From an optimization exercise on the open Yosys and OpenROAD flow, aimed at small area, a short achievable clock period and few clock cycles per item; shortcuts taken in it are not production practice.
Function was checked by simulation only, so behaviour that the tests miss may differ from the original.
No activity file was given, so power comes from the tool's default toggle rates.

## P
==> flow/design.v <==
`timescale 1ns / 1ps
package lsws_pkg;
    localparam int DEF_STACK_DEPTH = 256;
    localparam int DEF_COORD_BITS  = 8;
    localparam int DIR_BITS        = 3;
    localparam int ACT_BITS        = 2;
    localparam int STATUS_BITS     = 2;
    typedef enum logic [ACT_BITS-1:0] {
        ACT_PUSH   = 2'd0,
        ACT_POP    = 2'd1,
        ACT_SEARCH = 2'd2
    } t_action;
    typedef enum logic [STATUS_BITS-1:0] {
        ST_OK        = 2'd0,
        ST_OVERFLOW  = 2'd1,
        ST_UNDERFLOW = 2'd2
    } t_status;
    typedef struct packed {
        logic    push;    
        logic    pop;     
        logic    srch;
        logic    up;      
        logic    dn;      
        logic    ins1;    
        t_status status;
    } t_cmd;
endpackage
`timescale 1ns / 1ps
import lsws_pkg::*;
module lsws_ctrl;
endmodule
`timescale 1ns / 1ps
import lsws_pkg::*;
module lsws_datapath #(
    parameter int STACK_DEPTH = lsws_pkg::DEF_STACK_DEPTH,
    parameter int COORD_BITS  = lsws_pkg::DEF_COORD_BITS,
    parameter int NG          = STACK_DEPTH / 16 + 1,
    localparam int CW = $clog2(STACK_DEPTH + 1),
    localparam int EW = 2 * COORD_BITS + lsws_pkg::DIR_BITS,
    localparam int NS = STACK_DEPTH + 1
) (
    input  logic                  i_clk,
    input  logic                  i_rst_n,
    input  lsws_pkg::t_cmd        i_cmd,
    input  logic [COORD_BITS-1:0] i_row,
    input  logic [COORD_BITS-1:0] i_col,
    input  logic [lsws_pkg::DIR_BITS-1:0] i_dir,
    input  logic [COORD_BITS-1:0] i_row_n,    
    input  logic [COORD_BITS-1:0] i_col_n,    
    output logic [NG-1:0]         o_ghit,
    output logic                  o_n_full,
    output logic                  o_n_empty,
    output logic                  o_n_off,
    output logic [CW-1:0]         o_count,
    output logic                  o_empty,
    output logic [EW-1:0]         o_top
);
    logic [EW-1:0]  r_slot [NS];
    logic [CW-1:0]  r_count;
    logic           r_full, r_empty, r_off;
    logic [CW-1:0]  r_end;        
    logic [CW-1:0]  n_end;
    localparam int NH = NS / 16 + 1;
    logic [NH-1:0]  r_end_lt_h, r_end_eq_h;
    logic [15:0]    r_end_lt_l;
    logic [EW-1:0]  din;
    logic [NS-1:0]  hit;
    logic [NS-1:0]  valid;
    logic [CW-1:0]  n_count;
    assign din = {i_row, i_col, i_dir};
    logic [EW-1:0]  src1;        
    assign src1 = i_cmd.ins1 ? din : r_slot[0];
    always_ff @(posedge i_clk) begin
        r_slot[0]    <= ~((r_slot[1] | {EW{i_cmd.dn}}) & (~din | {EW{i_cmd.up}}));
        r_slot[1]    <= ~((r_slot[2] | {EW{i_cmd.dn}}) & (src1 | {EW{i_cmd.up}}));
        r_slot[NS-1] <= ~({EW{i_cmd.dn}} & (r_slot[NS-2] | {EW{i_cmd.up}}));
    end
    genvar gi;
    generate
        for (gi = 2; gi < NS - 1; gi++) begin : g_slot
            always_ff @(posedge i_clk) begin
                r_slot[gi] <= ~((r_slot[gi+1] | {EW{i_cmd.dn}}) &
                                (r_slot[gi-1] | {EW{i_cmd.up}}));
            end
        end
        for (gi = 0; gi < NS; gi++) begin : g_cmp
            if (gi == 0) begin : g_first
                assign valid[gi] = !r_off && !r_empty;
            end else begin : g_rest
                assign valid[gi] = r_end_lt_h[gi / 16] ||
                                   (r_end_eq_h[gi / 16] && r_end_lt_l[gi % 16]);
            end
            if (gi % 2 == 0) begin : g_even
                assign hit[gi] = valid[gi] &&
                    (r_slot[gi][EW-1:DIR_BITS] == {i_row, i_col});
            end else begin : g_odd
                assign hit[gi] = valid[gi] &&
                    (r_slot[gi][EW-1:DIR_BITS] == {i_row_n, i_col_n});
            end
        end
        for (gi = 0; gi < NG; gi++) begin : g_grp
            if ((gi + 1) * 16 <= NS) begin : g_full
                assign o_ghit[gi] = |hit[gi*16 +: 16];
            end else begin : g_part
                assign o_ghit[gi] = |hit[NS-1:gi*16];
            end
        end
    endgenerate
    always_comb begin
        n_count = r_count;
        if (i_cmd.push)     n_count = r_count + CW'(1);
        else if (i_cmd.pop) n_count = r_count - CW'(1);
    end
    assign n_end = i_cmd.up ? r_end - CW'(1) : r_end + CW'(1);
    assign o_n_full  = i_cmd.push ? (r_count == CW'(STACK_DEPTH - 1)) :
                       (i_cmd.pop ? 1'b0 : r_full);
    assign o_n_empty = i_cmd.pop ? (r_count == CW'(1)) :
                       (i_cmd.push ? 1'b0 : r_empty);
    assign o_n_off   = (i_cmd.push || i_cmd.pop) ? r_off : !r_off;
    always_ff @(posedge i_clk) begin
        if (!i_rst_n) begin
            r_count <= '0;
            r_full  <= 1'b0;
            r_empty <= 1'b1;
            r_off   <= 1'b0;
            r_end   <= '0;
        end else begin
            r_count <= n_count;
            r_full  <= o_n_full;
            r_empty <= o_n_empty;
            r_off   <= o_n_off;
            r_end   <= n_end;
        end
    end
    always_ff @(posedge i_clk) begin
        for (int h = 0; h < NH; h++) begin
            if (!i_rst_n) begin
                r_end_lt_h[h] <= 1'b0;
                r_end_eq_h[h] <= (h == 0);
            end else begin
                r_end_lt_h[h] <= (CW'(h) < CW'(n_end[CW-1:4]));
                r_end_eq_h[h] <= (CW'(h) == CW'(n_end[CW-1:4]));
            end
        end
        for (int l = 0; l < 16; l++) begin
            if (!i_rst_n) r_end_lt_l[l] <= 1'b0;
            else          r_end_lt_l[l] <= (4'(l) < n_end[3:0]);
        end
    end
    assign o_count = r_count;
    assign o_empty = r_empty;
    assign o_top   = r_empty ? '0 : (r_off ? ~r_slot[1] : r_slot[0]);
endmodule
`timescale 1ns / 1ps
import lsws_pkg::*;
module location_stack_with_search_top #(
    parameter int STACK_DEPTH = lsws_pkg::DEF_STACK_DEPTH,
    parameter int COORD_BITS  = lsws_pkg::DEF_COORD_BITS
) (
    input  logic                   i_clk,
    input  logic                   i_rst_n,
    input  logic                   in_valid,
    output logic                   in_ready,
    input  logic [1:0]             in_action,
    input  logic [COORD_BITS-1:0]  in_loc_row,
    input  logic [COORD_BITS-1:0]  in_loc_col,
    input  logic [2:0]             in_loc_dir,
    output logic                   out_valid,
    input  logic                   out_ready,
    output logic [COORD_BITS-1:0]  out_top_row,
    output logic [COORD_BITS-1:0]  out_top_col,
    output logic [2:0]             out_top_dir,
    output logic                   out_is_empty,
    output logic                   out_found,
    output logic [$clog2(STACK_DEPTH+1)-1:0] out_entry_count,
    output logic [1:0]             out_status
);
    localparam int CW = $clog2(STACK_DEPTH + 1);
    localparam int EW = 2 * COORD_BITS + DIR_BITS;
    localparam int RW = EW + 2 + CW + STATUS_BITS;
    localparam int NG = STACK_DEPTH / 16 + 1;
    logic                   take;
    logic                   r_in_ready;
    logic                   r_v1;
    lsws_pkg::t_cmd                   r_cmd;
    logic [COORD_BITS-1:0]  r_row;
    logic [COORD_BITS-1:0]  r_col;
    logic [DIR_BITS-1:0]    r_dir;
    logic [COORD_BITS-1:0]  r_row_n;    
    logic [COORD_BITS-1:0]  r_col_n;
    logic                   n_full, n_empty, n_off;
    lsws_pkg::t_cmd                   cmd;
    assign in_ready = r_in_ready;
    assign take     = in_valid && r_in_ready;
    always_comb begin
        cmd = '0;
        cmd.status = ST_OK;
        if (take) begin
            case (in_action)
                ACT_PUSH: begin
                    if (n_full) cmd.status = ST_OVERFLOW;
                    else        cmd.push   = 1'b1;
                end
                ACT_POP: begin
                    if (n_empty) cmd.status = ST_UNDERFLOW;
                    else         cmd.pop    = 1'b1;
                end
                ACT_SEARCH: cmd.srch = 1'b1;
                default: ;
            endcase
        end
        cmd.up   = cmd.pop || (!cmd.push && n_off);
        cmd.dn   = !cmd.up;
        cmd.ins1 = cmd.push && n_off;
    end
    always_ff @(posedge i_clk) begin
        r_row <= in_loc_row;
        r_col <= in_loc_col;
        r_dir <= in_loc_dir;
        r_row_n <= ~in_loc_row;
        r_col_n <= ~in_loc_col;
        if (!i_rst_n) begin
            r_v1  <= 1'b0;
            r_cmd    <= '0;
            r_cmd.dn <= 1'b1;
        end else begin
            r_v1  <= take;
            r_cmd <= cmd;
        end
    end
    logic [NG-1:0]         ghit;
    logic [CW-1:0]         count;
    logic                  empty;
    logic [EW-1:0]         top;
    lsws_datapath #(
        .STACK_DEPTH (STACK_DEPTH),
        .COORD_BITS  (COORD_BITS),
        .NG          (NG)
    ) u_datapath (
        .i_clk    (i_clk),
        .i_rst_n  (i_rst_n),
        .i_cmd    (r_cmd),
        .i_row    (r_row),
        .i_col    (r_col),
        .i_dir    (r_dir),
        .i_row_n  (r_row_n),
        .i_col_n  (r_col_n),
        .o_ghit   (ghit),
        .o_n_full (n_full),
        .o_n_empty(n_empty),
        .o_n_off  (n_off),
        .o_count  (count),
        .o_empty  (empty),
        .o_top    (top)
    );
    logic                  r_v2;
    logic                  r_srch2;
    logic [STATUS_BITS-1:0] r_st2;
    logic [NG-1:0]         r_ghit;
    logic [RW-1:0]         res;
    always_ff @(posedge i_clk) begin
        r_srch2 <= r_cmd.srch;
        r_st2   <= r_cmd.status;
        r_ghit  <= ghit;
        if (!i_rst_n) r_v2 <= 1'b0;
        else          r_v2 <= r_v1;
    end
    assign res = {top, empty, r_srch2 && (|r_ghit), count, r_st2};
    logic [RW-1:0] r_q0, r_q1, r_q2, r_q3;
    logic [RW-1:0] n_head;
    logic [RW-1:0] r_out;
    logic          r_out_valid;
    logic [2:0]    r_qn;
    logic [1:0]    r_wp, r_rp;
    logic          deq;
    logic [1:0]    n_rp;
    logic [2:0]    n_qn;
    assign deq  = r_out_valid && out_ready;
    assign n_rp = r_rp + {1'b0, deq};
    assign n_qn = r_qn + {2'b0, r_v2} - {2'b0, deq};
    always_ff @(posedge i_clk) begin
        if (!i_rst_n) begin
            r_out_valid <= 1'b0;
            r_qn        <= '0;
            r_wp        <= '0;
            r_rp        <= '0;
            r_in_ready  <= 1'b1;
        end else begin
            r_out_valid <= (n_qn != 3'd0);
            r_qn        <= n_qn;
            r_rp        <= n_rp;
            if (r_v2) r_wp <= r_wp + 2'd1;
            r_in_ready  <= ({1'b0, n_qn} + {3'b0, take} + {3'b0, r_v1}) <= 4'd3;
        end
    end
    always_comb begin
        case (n_rp)
            2'd0:    n_head = r_q0;
            2'd1:    n_head = r_q1;
            2'd2:    n_head = r_q2;
            default: n_head = r_q3;
        endcase
        if (r_v2 && r_wp == n_rp) n_head = res;
    end
    always_ff @(posedge i_clk) begin
        if (r_v2 && r_wp == 2'd0) r_q0 <= res;
        if (r_v2 && r_wp == 2'd1) r_q1 <= res;
        if (r_v2 && r_wp == 2'd2) r_q2 <= res;
        if (r_v2 && r_wp == 2'd3) r_q3 <= res;
        r_out <= n_head;
    end
    assign {out_top_row, out_top_col, out_top_dir, out_is_empty, out_found,
            out_entry_count, out_status} = r_out;
    assign out_valid = r_out_valid;
endmodule
==> flow/config.mk <==
export PLATFORM = sky130hd
export DESIGN_NAME = location_stack_with_search_top
export DESIGN_NICKNAME = location_stack_with_search_top
export VERILOG_FILES = /design/flow/design.v
export SDC_FILE = /design/flow/constraint.sdc
export NUM_CORES = 4
export LEC_CHECK = 0
export CAP_MARGIN = 20
export CORE_MARGIN = 2
export CORE_UTILIZATION = 55
export CTS_BUF_LIST = sky130_fd_sc_hd__clkbuf_16
export CTS_CLUSTER_DIAMETER = 70
export CTS_CLUSTER_SIZE = 24
export PLACE_DENSITY = 0.65
export SETUP_SLACK_MARGIN = 5
export SLEW_MARGIN = 20
export SYNTH_MEMORY_MAX_BITS = 16384
==> flow/constraint.sdc <==
create_clock -name core_clock -period 8.0 [get_ports {i_clk}]
set_input_delay 1.6000 -clock core_clock [delete_from_list [all_inputs] [get_ports {i_clk}]]
set_output_delay 1.6000 -clock core_clock [all_outputs]
set_load 0.01 [all_outputs]
run.sh (not shown) runs the stock make flow with config.mk's settings and CLKGATE_MAP_FILE= SYNTH_SCRIPT=/design/flow/synth_recipe.tcl, a recipe that flattens the netlist after the stock synthesis.
Testbench counts of P, summed over its fixed seeds: cycles 12,024, items 12,000.
Changes in Q relative to P:
diff --git a/flow/design.v b/flow/design.v
--- a/flow/design.v
+++ b/flow/design.v
@@ -35,5 +35,5 @@
     parameter int STACK_DEPTH = lsws_pkg::DEF_STACK_DEPTH,
     parameter int COORD_BITS  = lsws_pkg::DEF_COORD_BITS,
-    parameter int NG          = STACK_DEPTH / 16 + 1,
+    parameter int NG          = STACK_DEPTH / 8 + 1,
     localparam int CW = $clog2(STACK_DEPTH + 1),
     localparam int EW = 2 * COORD_BITS + lsws_pkg::DIR_BITS,
@@ -46,6 +46,4 @@
     input  logic [COORD_BITS-1:0] i_col,
     input  logic [lsws_pkg::DIR_BITS-1:0] i_dir,
-    input  logic [COORD_BITS-1:0] i_row_n,    
-    input  logic [COORD_BITS-1:0] i_col_n,    
     output logic [NG-1:0]         o_ghit,
     output logic                  o_n_full,
@@ -91,17 +89,12 @@
                                    (r_end_eq_h[gi / 16] && r_end_lt_l[gi % 16]);
             end
-            if (gi % 2 == 0) begin : g_even
-                assign hit[gi] = valid[gi] &&
-                    (r_slot[gi][EW-1:DIR_BITS] == {i_row, i_col});
-            end else begin : g_odd
-                assign hit[gi] = valid[gi] &&
-                    (r_slot[gi][EW-1:DIR_BITS] == {i_row_n, i_col_n});
-            end
+            assign hit[gi] = valid[gi] &&
+                ((r_slot[gi][EW-1:DIR_BITS] ^ {(EW-DIR_BITS){1'(gi % 2)}}) == {i_row, i_col});
         end
         for (gi = 0; gi < NG; gi++) begin : g_grp
-            if ((gi + 1) * 16 <= NS) begin : g_full
-                assign o_ghit[gi] = |hit[gi*16 +: 16];
+            if ((gi + 1) * 8 <= NS) begin : g_full
+                assign o_ghit[gi] = |hit[gi*8 +: 8];
             end else begin : g_part
-                assign o_ghit[gi] = |hit[NS-1:gi*16];
+                assign o_ghit[gi] = |hit[NS-1:gi*8];
             end
         end
@@ -179,5 +172,5 @@
     localparam int EW = 2 * COORD_BITS + DIR_BITS;
     localparam int RW = EW + 2 + CW + STATUS_BITS;
-    localparam int NG = STACK_DEPTH / 16 + 1;
+    localparam int NG = STACK_DEPTH / 8 + 1;
     logic                   take;
     logic                   r_in_ready;
@@ -187,6 +180,4 @@
     logic [COORD_BITS-1:0]  r_col;
     logic [DIR_BITS-1:0]    r_dir;
-    logic [COORD_BITS-1:0]  r_row_n;    
-    logic [COORD_BITS-1:0]  r_col_n;
     logic                   n_full, n_empty, n_off;
     lsws_pkg::t_cmd                   cmd;
@@ -218,6 +209,4 @@
         r_col <= in_loc_col;
         r_dir <= in_loc_dir;
-        r_row_n <= ~in_loc_row;
-        r_col_n <= ~in_loc_col;
         if (!i_rst_n) begin
             r_v1  <= 1'b0;
@@ -244,6 +233,4 @@
         .i_col    (r_col),
         .i_dir    (r_dir),
-        .i_row_n  (r_row_n),
-        .i_col_n  (r_col_n),
         .o_ghit   (ghit),
         .o_n_full (n_full),
## What came out
Taking P as the reference point, the wire length of the first global-routing pass of Q falls by 60000 µm. Q ends up with a worst hold slack after final layout that is 0.012 ns lower than in P. Max freq P -> Q: improved. Synthesis-stage register bit count across P and Q: no real change. Compared with P, in Q part of the cycle the worst path needs shows a reduction of 0.86 points, proportion of power drawn by the clock network shows no meaningful change. Flip-flop and latch area delta (P -> Q): insignificant. Between P and Q, the difference in sequential share of layout area is negligible.
Testbench counts of Q, summed over its fixed seeds: cycles 12,024, items 12,000.

## static timing again, ports no longer ideal
No port has a modelled driver above. Below, the same layouts with a new extraction and two added sets of constraints. Step 1, drivers: a clkbuf_16 drives i_clk and a buf_2 each remaining input, both assumed. Step 2 moves the port delays by t, midway between the first and last clock arrival at a register: inputs arrive t later, outputs are due t later. That takes back most of the time a late clock gives input paths. a / b / c = no drivers / after step 1 / after step 2; a / b = the first two.
run	shift t [ns]	setup WS [ns]	worst hold slack (ns)	worst register clock-pin slew, ns	cell pins on the clock port's net
P	1.059	4.839 / 4.834 / 4.158	0.337 / 0.337 / 0.337	0.10 / 0.10	1
Q	1.066	4.908 / 4.854 / 4.108	0.325 / 0.325 / 0.325	0.10 / 0.10	1
After both steps every run listed still meets setup and hold. For Q, which loses most, drivers alone change the setup slack by -0.054 ns; drivers and shift together by -0.800 ns.
